This is an optimization exercise on Yosys and OpenROAD, whose aim is small area, a short achievable clock period and few clock cycles per item, not a production implementation.
The RTL was checked by simulation tests, not by an equivalence proof against the original design.
Power figures rest on the tool's default switching activity, not on a simulated workload.

// linked_piece_set_table
module linked_piece_set_table (
    input  logic        clk,
    input  logic        rst_n,
    input  logic        s_tvalid,
    output logic        s_tready,
    input  logic [15:0] s_tdata,
    output logic        m_tvalid,
    input  logic        m_tready,
    output logic [7:0]  m_tdata
);
Size in the first run: ~1,600 cells after synthesis, roughly 30 I/O pins, ~23,000 um2 of cells after synthesis.
clock: 6.5 ns
lec_check: 0
cap_margin: 20
core_margin: 2
core_utilization: 45
cts_cluster_diameter: 100
cts_cluster_size: 30
place_density: 0.7
setup_slack_margin: 4.1
slew_margin: 20
tns_end_percent: 10
run.sh (not shown) runs the stock make flow with config.mk's settings and CLKGATE_MAP_FILE= SYNTH_SCRIPT=/design/flow/synth_recipe.tcl, a recipe that flattens the netlist after the stock synthesis.
The first run completed with no timing, DRC or antenna violations.
Testbench counts at the start, summed over its fixed seeds: cycles 24,016, items 24,000.
Then changed:
--- a/flow/config.mk
+++ b/flow/config.mk
@@ -8,8 +8,8 @@
 export CAP_MARGIN = 20
 export CORE_MARGIN = 2
-export CORE_UTILIZATION = 45
+export CORE_UTILIZATION = 60
 export CTS_CLUSTER_DIAMETER = 100
 export CTS_CLUSTER_SIZE = 30
-export PLACE_DENSITY = 0.7
+export PLACE_DENSITY = 0.85
 export SETUP_SLACK_MARGIN = 4.1
 export SLEW_MARGIN = 20
Outcome: Worst setup slack degrades by 0.064 ns; fmax decreases by 2.6%; die area came out lower by 25%.
Then changed:
--- a/flow/config.mk
+++ b/flow/config.mk
@@ -8,8 +8,7 @@
 export CAP_MARGIN = 20
 export CORE_MARGIN = 2
-export CORE_UTILIZATION = 60
+export CORE_UTILIZATION = 40
 export CTS_CLUSTER_DIAMETER = 100
 export CTS_CLUSTER_SIZE = 30
-export PLACE_DENSITY = 0.85
 export SETUP_SLACK_MARGIN = 4.1
 export SLEW_MARGIN = 20
Outcome: The new run finished with timing, DRC and antenna clean; via count decreases slightly; cell area increases slightly; combinational power barely changes; routed wire length increases by a little under a tenth; worst setup slack gets worse by 0.062 ns; register-to-register slack gets better by 0.03 ns; clock-buffer cell count decreases by 1; global-route usage decreases by 7.5 points; fmax decreases by a few percent.
Then changed:
--- a/flow/config.mk
+++ b/flow/config.mk
@@ -8,8 +8,9 @@
 export CAP_MARGIN = 20
 export CORE_MARGIN = 2
-export CORE_UTILIZATION = 40
+export CORE_UTILIZATION = 50
 export CTS_CLUSTER_DIAMETER = 100
 export CTS_CLUSTER_SIZE = 30
+export PLACE_DENSITY = 0.75
 export SETUP_SLACK_MARGIN = 4.1
 export SLEW_MARGIN = 20
-export TNS_END_PERCENT = 10
+export TNS_END_PERCENT = 20
What happened: Wire length drops by a few percent. Power barely changes. Non-clock buffer count shrinks by 5. Count of clock-buffer cells in the layout increases by 1.
Then changed:
--- a/flow/config.mk
+++ b/flow/config.mk
@@ -11,6 +11,7 @@
 export CTS_CLUSTER_DIAMETER = 100
 export CTS_CLUSTER_SIZE = 30
+export HOLD_SLACK_MARGIN = 0
 export PLACE_DENSITY = 0.75
 export SETUP_SLACK_MARGIN = 4.1
 export SLEW_MARGIN = 20
-export TNS_END_PERCENT = 20
+export TNS_END_PERCENT = 10
The new run passed the timing, DRC and antenna checks.
Design area is lower by 1.5%.
Final cell count is lower by 0.68%.
Wire length is lower by 0.62%.
Non-clock buffer count is lower by 14.
Core utilization is lower by 0.86 points.
Clock power stays flat.
Setup slack degrades by 0.025 ns.
Sequential share of layout area is higher by 0.92 points.
Synthesized area is unchanged.
Die area is unchanged.
Then changed:
--- a/flow/config.mk
+++ b/flow/config.mk
@@ -11,5 +11,5 @@
 export CTS_CLUSTER_DIAMETER = 100
 export CTS_CLUSTER_SIZE = 30
-export HOLD_SLACK_MARGIN = 0
+export GPL_ROUTABILITY_DRIVEN = 0
 export PLACE_DENSITY = 0.75
 export SETUP_SLACK_MARGIN = 4.1
=> The changed run ran to the end with no violations. Die area stays the same. Worst hold slack gets better by 0.014 ns. Register-to-register slack gets worse by 0.05 ns. Count of clock-buffer cells in the layout is unchanged. First-iteration DRC count fell by 10%. Flip-flop and latch count does not change. Synthesized cell count stays the same. Global-route usage fell by 0.81 points. Design area rose by 0.73%.

* * *

== cedar ==
The RTL this note starts from:
==> flow/design.v <==
package lpst_pkg;
    localparam int KEY_W   = 14;
    localparam int SLOT_W  = 5;
    localparam int IN_W    = 16;
    localparam int OUT_W   = 8;
    localparam logic [1:0] CMD_FIND   = 2'd0;
    localparam logic [1:0] CMD_ADD    = 2'd1;
    localparam logic [1:0] CMD_REMOVE = 2'd2;
    localparam logic [1:0] CMD_CLEAR  = 2'd3;
    localparam logic [1:0] ST_DONE      = 2'd0;
    localparam logic [1:0] ST_NOT_FOUND = 2'd1;
    localparam logic [1:0] ST_DUPLICATE = 2'd2;
    localparam logic [1:0] ST_POOL_FULL = 2'd3;
endpackage
module linked_piece_set_table (
    input  logic        clk,
    input  logic        rst_n,
    input  logic        s_tvalid,
    output logic        s_tready,
    input  logic [15:0] s_tdata,
    output logic        m_tvalid,
    input  logic        m_tready,
    output logic [7:0]  m_tdata
);
    localparam int N = 32;
    logic [13:0]  key_q [N];
    logic [N-1:0] valid_q;
    logic [N-1:0] valid_d;
    logic         i_valid;
    logic [1:0]   i_cmd;
    logic [N-1:0] i_hit;
    logic [2:0]   qv;           
    logic [6:0]   qd [3];
    logic         rdy_q;
    logic         accept;
    logic         pop;
    assign accept   = s_tvalid && rdy_q;
    assign pop      = qv[0] && m_tready;
    assign s_tready = rdy_q;
    always_ff @(posedge clk or negedge rst_n)
    begin
        if (!rst_n)
            i_valid <= 1'b0;
        else
            i_valid <= accept;
    end
    always_ff @(posedge clk)
    begin
        i_cmd <= s_tdata[1:0];
        for (int i = 0; i < N; i++)
            i_hit[i] <= valid_d[i] && (key_q[i] == s_tdata[15:2]);
    end
    logic [N-1:0] hit;
    logic [N-1:0] lowfree;
    logic         any_hit;
    logic         full;
    logic [4:0]   hit_idx;
    logic [4:0]   free_idx;
    assign hit     = i_hit;
    assign any_hit = |hit;
    assign full    = &valid_q;
    assign lowfree[0] = !valid_q[0];
    for (genvar g = 1; g < N; g++)
    begin : g_lowfree
        assign lowfree[g] = !valid_q[g] && (&valid_q[g-1:0]);
    end
    always_comb
    begin
        hit_idx  = '0;
        free_idx = '0;
        for (int i = 0; i < N; i++)
        begin
            hit_idx  = hit_idx  | ({5{hit[i]}} & 5'(i));
            free_idx = free_idx | ({5{lowfree[i]}} & 5'(i));
        end
    end
    logic is_find, is_add, is_rem, is_clr;
    assign is_find = (i_cmd == 2'd0);
    assign is_add  = (i_cmd == 2'd1);
    assign is_rem  = (i_cmd == 2'd2);
    assign is_clr  = (i_cmd == 2'd3);
    logic [1:0] r_status;
    logic [4:0] r_slot;
    logic [6:0] r_data;
    always_comb
    begin
        r_status[1] = is_add && (any_hit || full);
        r_status[0] = ((is_find || is_rem) && !any_hit) || (is_add && !any_hit && full);
        if (is_add)
            r_slot = (any_hit || full) ? 5'd0 : free_idx;
        else if (is_clr)
            r_slot = 5'd0;
        else
            r_slot = hit_idx;
        r_data = {r_slot, r_status};
    end
    always_comb
    begin
        valid_d = valid_q;
        if (i_valid)
        begin
            if (is_clr)
                valid_d = '0;
            else if (is_rem)
                valid_d = valid_q & ~hit;
            else if (is_add && !any_hit)
                valid_d = valid_q | lowfree;
        end
    end
    always_ff @(posedge clk or negedge rst_n)
    begin
        if (!rst_n)
            valid_q <= '0;
        else
            valid_q <= valid_d;
    end
    always_ff @(posedge clk)
    begin
        for (int i = 0; i < N; i++)
            if (!valid_d[i])
                key_q[i] <= s_tdata[15:2];
    end
    logic [2:0] qv_d;
    always_comb
    begin
        if (pop)
            qv_d = {1'b0, qv[2:1]};
        else
            qv_d = qv;
        if (i_valid)
            qv_d = {qv_d[1:0], 1'b1};
    end
    always_ff @(posedge clk or negedge rst_n)
    begin
        if (!rst_n)
        begin
            qv    <= '0;
            rdy_q <= 1'b0;
        end
        else
        begin
            qv    <= qv_d;
            rdy_q <= !(qv_d[2] || (qv_d[1] && accept));
        end
    end
    always_ff @(posedge clk)
    begin
        if (pop)
        begin
            qd[0] <= qv[1] ? qd[1] : r_data;
            qd[1] <= qv[2] ? qd[2] : r_data;
            qd[2] <= r_data;
        end
        else
        begin
            if (!qv[0]) qd[0] <= r_data;
            if (!qv[1]) qd[1] <= r_data;
            if (!qv[2]) qd[2] <= r_data;
        end
    end
    assign m_tvalid = qv[0];
    assign m_tdata  = {1'b0, qd[0]};
endmodule
clock: 6.5 ns
lec_check: 0
cap_margin: 20
core_margin: 2
core_utilization: 50
cts_cluster_diameter: 100
cts_cluster_size: 30
place_density: 0.8
setup_slack_margin: 4.1
slew_margin: 20
tns_end_percent: 10
Testbench counts of cedar, summed over its fixed seeds: cycles 24,016, items 24,000.
Inputs modified between cedar and lagoon:
Settings: PLACE_DENSITY now 0.75, was 0.8.
==> comparison <==
- Hold slack in lagoon is 0.0097 ns below cedar.
- Looking only at combinational power share, and setting everything else aside, the higher value of lagoon and cedar goes to cedar.
- [compare] base=cedar new=lagoon: number of multi-input combinational cells roughly the same; post-detailed-routing wire length increased about 0.9%; largest vdd supply drop has decreased.
- On register area, lagoon and cedar are basically level.
- Of lagoon and cedar, the run reporting the higher non-clock buffer count was cedar.
- lagoon vs cedar — post-route core utilization dropped 0.48 points.
- lagoon vs cedar — total area of multi-input combinational cells dropped 26 sq um.
- Comparing lagoon and cedar, area of all placed cells without fillers is lower on lagoon.
- [lagoon vs cedar] fraction of the cycle the final worst path needs: lower in lagoon
Here is what was changed in the inputs of pepper compared with lagoon.
Settings: a change of SETUP_SLACK_MARGIN from 4.1 to 4.3.
Findings:
Lower clock transition at the register clock pins on the worst setup and hold paths after CTS goes to lagoon over pepper. pepper: sequential group share of total power is 1.2 points lower than what lagoon reported. Arrival time of the worst setup path in pepper is 1.59 ns above lagoon. lagoon ended up with sky130_fd_sc_hd__edfxtp_1 as its master of the slowest instance on the critical path; pepper ended up with sky130_fd_sc_hd__or4_4. Per the comparison of pepper with lagoon, final cell area excluding filler cells up 6.6%; share of total power in combinational logic went up 1.5 points; critical path depth grew by 5.
What sierra does differently from pepper at the input level:
Settings: SETUP_SLACK_MARGIN now 4.15, was 4.3.
### Flow results
sierra completed end to end with timing, DRC and antenna clean.
Worst setup path endpoint = qd[0][2]: sierra; worst setup path endpoint = qd[0][4]: pepper
Run comparison: pepper uppermost metal layer occupied by signal nets met4; sierra uppermost metal layer occupied by signal nets met5
sierra against pepper: clock tree cell share of total cell area picked up an extra 0.22 points; worst setup slack dropped 0.0039 ns; post-route cell area down 1000 sq um; total length of routed met3 wires went down about 30%; multi-input gate share of the layout cell area held steady.
[compare] base=pepper new=sierra: sequential share of layout area grew by 2.4 points; total power shrank by 37 uW.

afterwards: timing with drivers on the ports:
The flow's constraints put no driver on any port. The routed layouts listed below were extracted and timed again, unchanged, in two steps.
Step 1 assumes that a clkbuf_16 drives the clock port and a buf_2 every other input.
Step 2 moves the port delays by t, midway between the first and last clock arrival at a register: inputs arrive t later, outputs are due t later. That takes back most of the time a late clock gives input paths.
Slacks: no drivers / after step 1 / after step 2; pairs: no drivers / after step 1.
| run | shift t [ns] | setup WS [ns] | cell pins on the clock port's net |
|---|---|---|---|
| the first run of note 1 | 0.625 | 4.075 / 4.022 / 3.549 | 1 |
| the second run of note 1 | 0.611 | 4.011 / 4.011 / 3.491 | 1 |
| the third run of note 1 | 0.651 | 3.949 / 3.889 / 3.394 | 1 |
| the fourth run of note 1 | 0.617 | 4.083 / 4.052 / 3.515 | 1 |
| the fifth run of note 1 | 0.623 | 4.058 / 4.002 / 3.521 | 1 |
| the sixth run of note 1 | 0.623 | 4.033 / 3.975 / 3.487 | 1 |
| cedar | 0.622 | 4.026 / 3.971 / 3.543 | 1 |
| lagoon | 0.623 | 4.058 / 4.002 / 3.521 | 1 |
| pepper | 0.620 | 4.096 / 4.048 / 3.607 | 1 |
| sierra | 0.621 | 4.092 / 4.036 / 3.577 | 1 |
After both steps every run listed still meets setup and hold. The setup slack of the fourth run of note 1, which loses most, moves by -0.031 ns with the drivers and by -0.568 ns with both steps.
